What follows belongs to an exercise in optimizing a design on an open flow for small area, a short achievable clock period and few clock cycles per item; a production flow would make more cautious choices. At most, simulation tests tie the RTL to the original design; equivalence was not proved. Power and IR drop assume default switching activity.

==> flow/design.v <==
package hafir_pkg;
  localparam int MAX_LINE_WIDTH = 4096;
  localparam int COL_W = 12;
  localparam int LW_W = 13;
  localparam int CH_W = 8;
  localparam int PIX_W = 24;
endpackage
module hafir_lane #(
  parameter int CPA = 1    
) (
  input  logic       k_pass,
  input  logic       k1,
  input  logic       k3,
  input  logic [7:0] a,
  input  logic [7:0] b,
  input  logic [7:0] c,
  input  logic [7:0] d,
  input  logic [7:0] e,
  output logic [7:0] filt
);
  logic [11:0] o1, o2, o3, p, q;
  logic [11:0] x1, y1, x2, y2, x3, y3;
  logic [11:0] sum;
  assign o1 = {3'd0, b, 1'b0};
  assign o2 = {3'd0, d, 1'b0};
  assign o3 = {3'd0, c, 1'b0};
  assign p  = k3 ? {4'd0, a} : {3'd0, c, 1'b0};
  assign q  = ({12{k1}} & {1'b0, c, 3'b000}) | ({12{k3}} & {4'd0, e});
  logic [11:0] h1, h2, h3;
  assign h1 = o1 ^ o2;
  assign x1 = h1 ^ o3;
  assign y1 = {(o1[10:0] & o2[10:0]) | (h1[10:0] & o3[10:0]), 1'b0};
  assign h2 = x1 ^ y1;
  assign x2 = h2 ^ p;
  assign y2 = {(x1[10:0] & y1[10:0]) | (h2[10:0] & p[10:0]), 1'b0};
  assign h3 = x2 ^ y2;
  assign x3 = h3 ^ q;
  assign y3 = {(x2[10:0] & y2[10:0]) | (h3[10:0] & q[10:0]), 1'b0};
  if (CPA == 0) begin : g_add
    assign sum = x3 + y3;
  end else if (CPA == 1) begin : g_skl
    logic [11:0] g [5];
    logic [11:0] t [5];
    always_comb begin
      g[0] = x3 & y3;
      t[0] = x3 ^ y3;
      for (int l = 0; l < 4; l++) begin
        for (int i = 0; i < 12; i++) begin
          if (((i >> l) & 1) == 1) begin
            g[l+1][i] = g[l][i] | (t[l][i] & g[l][((i >> l) << l) - 1]);
            t[l+1][i] = t[l][i] & t[l][((i >> l) << l) - 1];
          end else begin
            g[l+1][i] = g[l][i];
            t[l+1][i] = t[l][i];
          end
        end
      end
    end
    assign sum = t[0] ^ {g[4][10:0], 1'b0};
  end else begin : g_rc
    logic [12:0] cy;
    assign cy[0] = 1'b0;
    for (genvar i = 0; i < 12; i++) begin : g_bit
      assign sum[i]  = x3[i] ^ y3[i] ^ cy[i];
      assign cy[i+1] = (x3[i] & y3[i]) | (x3[i] & cy[i]) | (y3[i] & cy[i]);
    end
  end
  assign filt = k_pass ? c : (k1 ? sum[11:4] : sum[10:3]);
endmodule
module horizontal_antialias_fir_core (
  input  logic        clk,
  input  logic        rst_n,
  input  logic        in_valid,
  output logic        in_ready,
  input  logic [7:0]  red_in,
  input  logic [7:0]  green_in,
  input  logic [7:0]  blue_in,
  output logic        out_valid,
  input  logic        out_ready,
  output logic [7:0]  red_out,
  output logic [7:0]  green_out,
  output logic [7:0]  blue_out,
  output logic        line_end,
  input  logic        cfg_psel,
  input  logic        cfg_penable,
  input  logic        cfg_pwrite,
  input  logic [2:0]  cfg_paddr,
  input  logic [31:0] cfg_pwdata,
  output logic [31:0] cfg_prdata,
  output logic        cfg_pready
);
  logic [1:0]  filter_sel_r;
  logic [12:0] line_width_r;
  logic [12:0] col_r;                     
  logic [23:0] w0_r, w1_r, w2_r, w3_r;    
  logic        v2_r, v3_r;                
  logic        t2_r, t3_r;                
  logic        kp_r, k1_r, k3_r;          
  logic [24:0] o_r;                       
  logic        ov_r;
  logic [23:0] px;
  logic [23:0] filt;
  logic        wr_d_r;
  logic        o_free;
  logic        in_acc;
  logic        cfg_wr;
  logic [12:0] col_inc;
  logic        last;
  logic        col_gt;
  logic        col_eq;
  logic        use_filt;
  logic        emit;
  logic        shift;
  assign px = {red_in, green_in, blue_in};
  assign cfg_pready = 1'b1;
  assign cfg_wr     = cfg_psel && cfg_penable && cfg_pwrite;
  assign cfg_prdata = cfg_paddr[2] ? {19'd0, line_width_r} : {30'd0, filter_sel_r};
  always_ff @(posedge clk) begin
    if (!rst_n) begin
      filter_sel_r <= 2'd0;
      line_width_r <= 13'd640;
    end else if (cfg_wr) begin
      if (cfg_paddr[2]) line_width_r <= cfg_pwdata[12:0];
      else              filter_sel_r <= cfg_pwdata[1:0];
    end
  end
  assign col_gt   = col_r > line_width_r;
  assign col_eq   = col_r == line_width_r;
  assign last     = col_r[12] || col_gt || col_eq;
  assign col_inc  = col_r + 13'd1;
  assign use_filt = in_acc ? (!last && (col_r >= 13'd4))
                           : ((col_r >= 13'd5) && !col_gt);
  always_ff @(posedge clk) begin
    if (!rst_n) begin
      wr_d_r <= 1'b0;
      kp_r   <= 1'b1;
      k1_r   <= 1'b0;
      k3_r   <= 1'b0;
    end else begin
      wr_d_r <= cfg_wr;
      kp_r   <= !use_filt || (filter_sel_r == 2'd0);
      k1_r   <= filter_sel_r == 2'd1;
      k3_r   <= filter_sel_r == 2'd3;
    end
  end
  assign o_free   = !ov_r || out_ready;
  assign in_ready = !wr_d_r && (!v2_r || o_free);
  assign in_acc   = in_valid && in_ready;
  assign emit     = o_free && v2_r && (in_acc || t2_r || (v3_r && t3_r));
  assign shift    = in_acc || ((!v3_r || t3_r) && (emit || (!v2_r && v3_r)));
  for (genvar l = 0; l < 3; l++) begin : g_lane
    hafir_lane u_lane (
      .k_pass     (kp_r),
      .k1         (k1_r),
      .k3         (k3_r),
      .a          (w0_r[l*8 +: 8]),
      .b          (w1_r[l*8 +: 8]),
      .c          (w2_r[l*8 +: 8]),
      .d          (w3_r[l*8 +: 8]),
      .e          (px[l*8 +: 8]),
      .filt       (filt[l*8 +: 8])
    );
  end
  always_ff @(posedge clk) begin
    if (!rst_n) begin
      v2_r  <= 1'b0;
      v3_r  <= 1'b0;
      col_r <= 13'd1;
    end else begin
      if (shift) begin
        v2_r <= v3_r;
        v3_r <= in_acc;
      end else if (emit) begin
        v2_r <= 1'b0;
      end
      if (in_acc) col_r <= last ? 13'd1 : col_inc;
    end
  end
  always_ff @(posedge clk) begin
    if (shift) begin
      w0_r <= w1_r;
      w1_r <= w2_r;
      w2_r <= w3_r;
      w3_r <= px;
      t2_r <= t3_r;
      t3_r <= last;
    end
  end
  always_ff @(posedge clk) begin
    if (!rst_n) ov_r <= 1'b0;
    else        ov_r <= emit || (ov_r && !out_ready);
  end
  always_ff @(posedge clk) begin
    if (o_free) o_r <= {filt, t2_r};
  end
  assign out_valid = ov_r;
  assign red_out   = o_r[24:17];
  assign green_out = o_r[16:9];
  assign blue_out  = o_r[8:1];
  assign line_end  = o_r[0];
endmodule
Settings: LEC_CHECK=0, CAP_MARGIN=20, CORE_MARGIN=2, CORE_UTILIZATION=40, CTS_BUF_LIST=sky130_fd_sc_hd__clkbuf_8, CTS_CLUSTER_DIAMETER=100, CTS_CLUSTER_SIZE=50, SETUP_SLACK_MARGIN=4.1, SLEW_MARGIN=20; clock period 8.5 ns.
standard.sh (not shown) runs the stock make flow with config.mk's settings and CLKGATE_MAP_FILE= SYNTH_SCRIPT=/design/flow/synth_recipe.tcl, a recipe that flattens the netlist after the stock synthesis.
==> flow/flow/run.sh <==
#!/bin/bash
# The standard layout (the standard.sh, unchanged synthesis), with the
# port buffers inserted as buf_1 cells instead of the resizer's default pick.
set -euo pipefail
bash standard.sh "BUFFER_PORTS_ARGS=-buffer_cell sky130_fd_sc_hd__buf_1" "CTS_ARGS=-sink_clustering_enable -repair_clock_nets -sink_clustering_size 50 -sink_clustering_max_diameter 100 -buf_list sky130_fd_sc_hd__clkbuf_8 -dont_use_dummy_load" finish > flow_make.log 2>&1
Testbench counts at the start, summed over its fixed seeds: cycles 27,321, items 27,129.
Then changed:
--- a/flow/design.v
+++ b/flow/design.v
@@ -89,11 +89,11 @@
   output logic [31:0] cfg_prdata,
   output logic        cfg_pready
 );
   logic [1:0]  filter_sel_r;
   logic [12:0] line_width_r;
-  logic [12:0] col_r;                     
+  logic [11:0] col_r;
   logic [23:0] w0_r, w1_r, w2_r, w3_r;    
   logic        v2_r, v3_r;                
   logic        t2_r, t3_r;                
   logic        kp_r, k1_r, k3_r;          
   logic [24:0] o_r;                       
@@ -104,12 +104,10 @@
   logic        o_free;
   logic        in_acc;
   logic        cfg_wr;
   logic [12:0] col_inc;
   logic        last;
-  logic        col_gt;
-  logic        col_eq;
   logic        use_filt;
   logic        emit;
   logic        shift;
   assign px = {red_in, green_in, blue_in};
   assign cfg_pready = 1'b1;
@@ -122,16 +120,14 @@
     end else if (cfg_wr) begin
       if (cfg_paddr[2]) line_width_r <= cfg_pwdata[12:0];
       else              filter_sel_r <= cfg_pwdata[1:0];
     end
   end
-  assign col_gt   = col_r > line_width_r;
-  assign col_eq   = col_r == line_width_r;
-  assign last     = col_r[12] || col_gt || col_eq;
-  assign col_inc  = col_r + 13'd1;
-  assign use_filt = in_acc ? (!last && (col_r >= 13'd4))
-                           : ((col_r >= 13'd5) && !col_gt);
+  assign col_inc  = {1'b0, col_r} + 13'd1;
+  assign last     = col_inc[12] || (col_inc >= line_width_r);
+  assign use_filt = in_acc ? (!last && (col_r >= 12'd3))
+                           : ((col_r >= 12'd4) && ({1'b0, col_r} < line_width_r));
   always_ff @(posedge clk) begin
     if (!rst_n) begin
       wr_d_r <= 1'b0;
       kp_r   <= 1'b1;
       k1_r   <= 1'b0;
@@ -163,19 +159,19 @@
   end
   always_ff @(posedge clk) begin
     if (!rst_n) begin
       v2_r  <= 1'b0;
       v3_r  <= 1'b0;
-      col_r <= 13'd1;
+      col_r <= 12'd0;
     end else begin
       if (shift) begin
         v2_r <= v3_r;
         v3_r <= in_acc;
       end else if (emit) begin
         v2_r <= 1'b0;
       end
-      if (in_acc) col_r <= last ? 13'd1 : col_inc;
+      if (in_acc) col_r <= last ? 12'd0 : col_inc[11:0];
     end
   end
   always_ff @(posedge clk) begin
     if (shift) begin
       w0_r <= w1_r;
=> Cell count increases by 3.7%. Hold slack barely changes. Clock skew falls by 9.3 ps. Cell area climbs by 3.3%. Via count went up by 4.7%. Die area went up by 3.4%. Flip-flop and latch count went down by 1. Routed wire length is higher by 5.7%. Clock power goes up by about 1%. Sequential power goes down by about 2%.
Testbench counts after the change, summed over its fixed seeds: cycles 27,321, items 27,129.

* * *

RTL: the design.v shown in full above, as it stands there.
Settings: LEC_CHECK=0, CAP_MARGIN=20, CORE_MARGIN=2, CORE_UTILIZATION=40, CTS_BUF_LIST=sky130_fd_sc_hd__clkbuf_8, CTS_CLUSTER_DIAMETER=100, CTS_CLUSTER_SIZE=50, SETUP_SLACK_MARGIN=4.2, SLEW_MARGIN=20; clock period 8.5 ns.
Scripts as last shown in full above: flow/flow/run.sh
The first run finished with timing, DRC and antenna clean.
Testbench counts at the start, summed over its fixed seeds: cycles 27,321, items 27,129.
Rerun with:
--- a/flow/design.v
+++ b/flow/design.v
@@ -91,7 +91,7 @@
 );
   logic [1:0]  filter_sel_r;
   logic [12:0] line_width_r;
-  logic [12:0] col_r;                     
+  logic [11:0] col_r;
   logic [23:0] w0_r, w1_r, w2_r, w3_r;    
   logic        v2_r, v3_r;                
   logic        t2_r, t3_r;                
@@ -106,8 +106,6 @@
   logic        cfg_wr;
   logic [12:0] col_inc;
   logic        last;
-  logic        col_gt;
-  logic        col_eq;
   logic        use_filt;
   logic        emit;
   logic        shift;
@@ -124,12 +122,10 @@
       else              filter_sel_r <= cfg_pwdata[1:0];
     end
   end
-  assign col_gt   = col_r > line_width_r;
-  assign col_eq   = col_r == line_width_r;
-  assign last     = col_r[12] || col_gt || col_eq;
-  assign col_inc  = col_r + 13'd1;
-  assign use_filt = in_acc ? (!last && (col_r >= 13'd4))
-                           : ((col_r >= 13'd5) && !col_gt);
+  assign col_inc  = {1'b0, col_r} + 13'd1;
+  assign last     = col_inc[12] || (col_inc >= line_width_r);
+  assign use_filt = in_acc ? (!last && (col_r >= 12'd3))
+                           : ((col_r >= 12'd4) && ({1'b0, col_r} < line_width_r));
   always_ff @(posedge clk) begin
     if (!rst_n) begin
       wr_d_r <= 1'b0;
@@ -165,7 +161,7 @@
     if (!rst_n) begin
       v2_r  <= 1'b0;
       v3_r  <= 1'b0;
-      col_r <= 13'd1;
+      col_r <= 12'd0;
     end else begin
       if (shift) begin
         v2_r <= v3_r;
@@ -173,7 +169,7 @@
       end else if (emit) begin
         v2_r <= 1'b0;
       end
-      if (in_acc) col_r <= last ? 13'd1 : col_inc;
+      if (in_acc) col_r <= last ? 12'd0 : col_inc[11:0];
     end
   end
   always_ff @(posedge clk) begin
Effect: Routed wire length rose by 4.3%; register-to-register slack improves by 70 ps; non-clock buffer count fell by 6; via count rose by 4.5%; cell area rose by about 2.2%; sequential power fell by about 2%; die area rose by 3.4%; critical path depth fell by 9; power fell by about 2.4%; area after synthesis rose by 3.5%; setup slack improves by 130 ps; maximum frequency rose by about 3.2%; synthesized cell count rose by 4.8%; clock power rose by about 1%.
Testbench counts after the change, summed over its fixed seeds: cycles 27,321, items 27,129.

* * *

== the baseline ==
Another version of the RTL of horizontal_antialias_fir_core (not shown whole).
Size in the first run: ~130 I/O pins, roughly 10,000 um^2 of cells after synthesis.
==> module hafir_lane, before the edit <==
module hafir_lane #(
  parameter int CPA = 0    
) (
  input  logic       k_pass,
  input  logic       k1,
  input  logic       k3,
  input  logic [7:0] a,
  input  logic [7:0] b,
  input  logic [7:0] c,
  input  logic [7:0] d,
  input  logic [7:0] e,
  output logic [7:0] filt
);
  logic [11:0] o1, o2, o3, p, q;
  logic [11:0] x1, y1, x2, y2, x3, y3;
  logic [11:0] sum;
  assign o1 = {3'd0, b, 1'b0};
  assign o2 = {3'd0, d, 1'b0};
  assign o3 = {3'd0, c, 1'b0};
  assign p  = k3 ? {4'd0, a} : {3'd0, c, 1'b0};
  assign q  = ({12{k1}} & {1'b0, c, 3'b000}) | ({12{k3}} & {4'd0, e});
  logic [11:0] h1, h2, h3;
  assign h1 = o1 ^ o2;
  assign x1 = h1 ^ o3;
  assign y1 = {(o1[10:0] & o2[10:0]) | (h1[10:0] & o3[10:0]), 1'b0};
  assign h2 = x1 ^ y1;
  assign x2 = h2 ^ p;
  assign y2 = {(x1[10:0] & y1[10:0]) | (h2[10:0] & p[10:0]), 1'b0};
  assign h3 = x2 ^ y2;
  assign x3 = h3 ^ q;
  assign y3 = {(x2[10:0] & y2[10:0]) | (h3[10:0] & q[10:0]), 1'b0};
  if (CPA == 0) begin : g_add
    assign sum = x3 + y3;
  end else if (CPA == 1) begin : g_skl
    logic [11:0] g [5];
    logic [11:0] t [5];
    always_comb begin
      g[0] = x3 & y3;
      t[0] = x3 ^ y3;
      for (int l = 0; l < 4; l++) begin
        for (int i = 0; i < 12; i++) begin
          if (((i >> l) & 1) == 1) begin
            g[l+1][i] = g[l][i] | (t[l][i] & g[l][((i >> l) << l) - 1]);
            t[l+1][i] = t[l][i] & t[l][((i >> l) << l) - 1];
          end else begin
            g[l+1][i] = g[l][i];
            t[l+1][i] = t[l][i];
          end
        end
      end
    end
    assign sum = t[0] ^ {g[4][10:0], 1'b0};
  end else begin : g_rc
    logic [12:0] cy;
    assign cy[0] = 1'b0;
    for (genvar i = 0; i < 12; i++) begin : g_bit
      assign sum[i]  = x3[i] ^ y3[i] ^ cy[i];
      assign cy[i+1] = (x3[i] & y3[i]) | (x3[i] & cy[i]) | (y3[i] & cy[i]);
    end
  end
  assign filt = k_pass ? c : (k1 ? sum[11:4] : sum[10:3]);
endmodule
clock: 8.5 ns
lec_check: 0
cap_margin: 20
core_margin: 2
core_utilization: 40
cts_buf_list: sky130_fd_sc_hd__clkbuf_8
cts_cluster_diameter: 100
cts_cluster_size: 50
setup_slack_margin: 4.2
slew_margin: 20
==> flow/flow/run.sh <==
#!/bin/bash
# The standard layout (the standard.sh, unchanged synthesis), with the
# port buffers inserted as buf_1 cells instead of the resizer's default pick.
set -euo pipefail
bash standard.sh "BUFFER_PORTS_ARGS=-buffer_cell sky130_fd_sc_hd__buf_1"  finish > flow_make.log 2>&1
#### Input delta (the candidate over the baseline)
==> flow/design.v, changed modules only <==
module hafir_lane #(
  parameter int CPA = 3    
) (
  input  logic       k_pass,
  input  logic       k1,
  input  logic       k3,
  input  logic [7:0] a,
  input  logic [7:0] b,
  input  logic [7:0] c,
  input  logic [7:0] d,
  input  logic [7:0] e,
  output logic [7:0] filt
);
  logic [11:0] o1, o2, o3, p, q;
  logic [11:0] x1, y1, x2, y2, x3, y3;
  logic [11:0] sum;
  assign o1 = {3'd0, b, 1'b0};
  assign o2 = {3'd0, d, 1'b0};
  assign o3 = {3'd0, c, 1'b0};
  assign p  = k3 ? {4'd0, a} : {3'd0, c, 1'b0};
  assign q  = ({12{k1}} & {1'b0, c, 3'b000}) | ({12{k3}} & {4'd0, e});
  logic [11:0] h1, h2, h3;
  assign h1 = o1 ^ o2;
  assign x1 = h1 ^ o3;
  assign y1 = {(o1[10:0] & o2[10:0]) | (h1[10:0] & o3[10:0]), 1'b0};
  assign h2 = x1 ^ y1;
  assign x2 = h2 ^ p;
  assign y2 = {(x1[10:0] & y1[10:0]) | (h2[10:0] & p[10:0]), 1'b0};
  assign h3 = x2 ^ y2;
  assign x3 = h3 ^ q;
  assign y3 = {(x2[10:0] & y2[10:0]) | (h3[10:0] & q[10:0]), 1'b0};
  if (CPA == 0) begin : g_add
    assign sum = x3 + y3;
  end else if (CPA == 1) begin : g_skl
    logic [11:0] g [5];
    logic [11:0] t [5];
    always_comb begin
      g[0] = x3 & y3;
      t[0] = x3 ^ y3;
      for (int l = 0; l < 4; l++) begin
        for (int i = 0; i < 12; i++) begin
          if (((i >> l) & 1) == 1) begin
            g[l+1][i] = g[l][i] | (t[l][i] & g[l][((i >> l) << l) - 1]);
            t[l+1][i] = t[l][i] & t[l][((i >> l) << l) - 1];
          end else begin
            g[l+1][i] = g[l][i];
            t[l+1][i] = t[l][i];
          end
        end
      end
    end
    assign sum = t[0] ^ {g[4][10:0], 1'b0};
  end else if (CPA == 3) begin : g_bk
    logic [11:0] g, t, t0;
    always_comb begin
      g  = x3 & y3;
      t  = x3 ^ y3;
      t0 = t;
      for (int l = 0; l < 4; l++)
        for (int i = 0; i < 12; i++)
          if ((i + 1) % (2 << l) == 0) begin
            g[i] = g[i] | (t[i] & g[i - (1 << l)]);
            t[i] = t[i] & t[i - (1 << l)];
          end
      for (int l = 2; l >= 0; l--)
        for (int i = 0; i < 12; i++)
          if ((i + 1) % (2 << l) == (1 << l) && i >= (2 << l)) begin
            g[i] = g[i] | (t[i] & g[i - (1 << l)]);
            t[i] = t[i] & t[i - (1 << l)];
          end
    end
    assign sum = t0 ^ {g[10:0], 1'b0};
  end else begin : g_rc
    logic [12:0] cy;
    assign cy[0] = 1'b0;
    for (genvar i = 0; i < 12; i++) begin : g_bit
      assign sum[i]  = x3[i] ^ y3[i] ^ cy[i];
      assign cy[i+1] = (x3[i] & y3[i]) | (x3[i] & cy[i]) | (y3[i] & cy[i]);
    end
  end
  assign filt = k_pass ? c : (k1 ? sum[11:4] : sum[10:3]);
endmodule
## What came out
The candidate: done, clean on timing, DRC and antenna. [compare] base=the baseline new=the candidate: multi-input combinational cell area decreased by 3.1% relative to the old numbers, number of core rows decreased by 3.4% relative to the old numbers, largest voltage drop on the vdd net increased by about 14% relative to the old numbers. [compare] base=the baseline new=the candidate: number of resized instances in the post-cts repair step now sits higher; sequential share of cell area lost 0.19 points; number of fill cells in the layout now smaller; maximum number of pins on one net before global-route repair down 7; final critical path time including I/O delays and setup moved up. The candidate has worst-path maximum fanout below what the baseline had. The candidate vs the baseline: count of TritonRoute iterations in the first routing pass down in the candidate.
No functional check of the RTL was part of any run of this note.

## port drivers added, routing unchanged
Ports are ideal in the flow. The routed layouts listed here were re-timed in OpenROAD.
Step 1, drivers: a clkbuf_16 drives clk and a buf_2 each remaining input, both assumed.
Step 2, shift: input delay + t, output delay - t, t = (earliest + latest rising clock arrival at the registers) / 2. This alone moves slack from input paths to output paths.
Slacks: no drivers / after step 1 / after step 2; pairs: no drivers / after step 1.
| run | t, ns | slack for setup (ns) | worst data-port slew with drivers (ns) |
|---|---|---|---|
| the first run of note 1 | 0.477 | 4.287 / 4.284 / 3.878 | 0.05 |
| the second run of note 1 | 0.474 | 4.353 / 4.327 / 4.018 | 0.08 |
| the first run of note 2 | 0.479 | 4.238 / 4.256 / 3.778 | 0.05 |
| the second run of note 2 | 0.474 | 4.372 / 4.348 / 4.023 | 0.08 |
| the baseline | 0.502 | 4.310 / 4.310 / 3.996 | 0.06 |
| the candidate | 0.493 | 4.171 / 4.171 / 3.758 | 0.05 |
After both steps setup and hold are still met in every run listed. For the first run of note 2, which loses most, drivers alone change the setup slack by +0.018 ns; drivers and shift together by -0.460 ns.
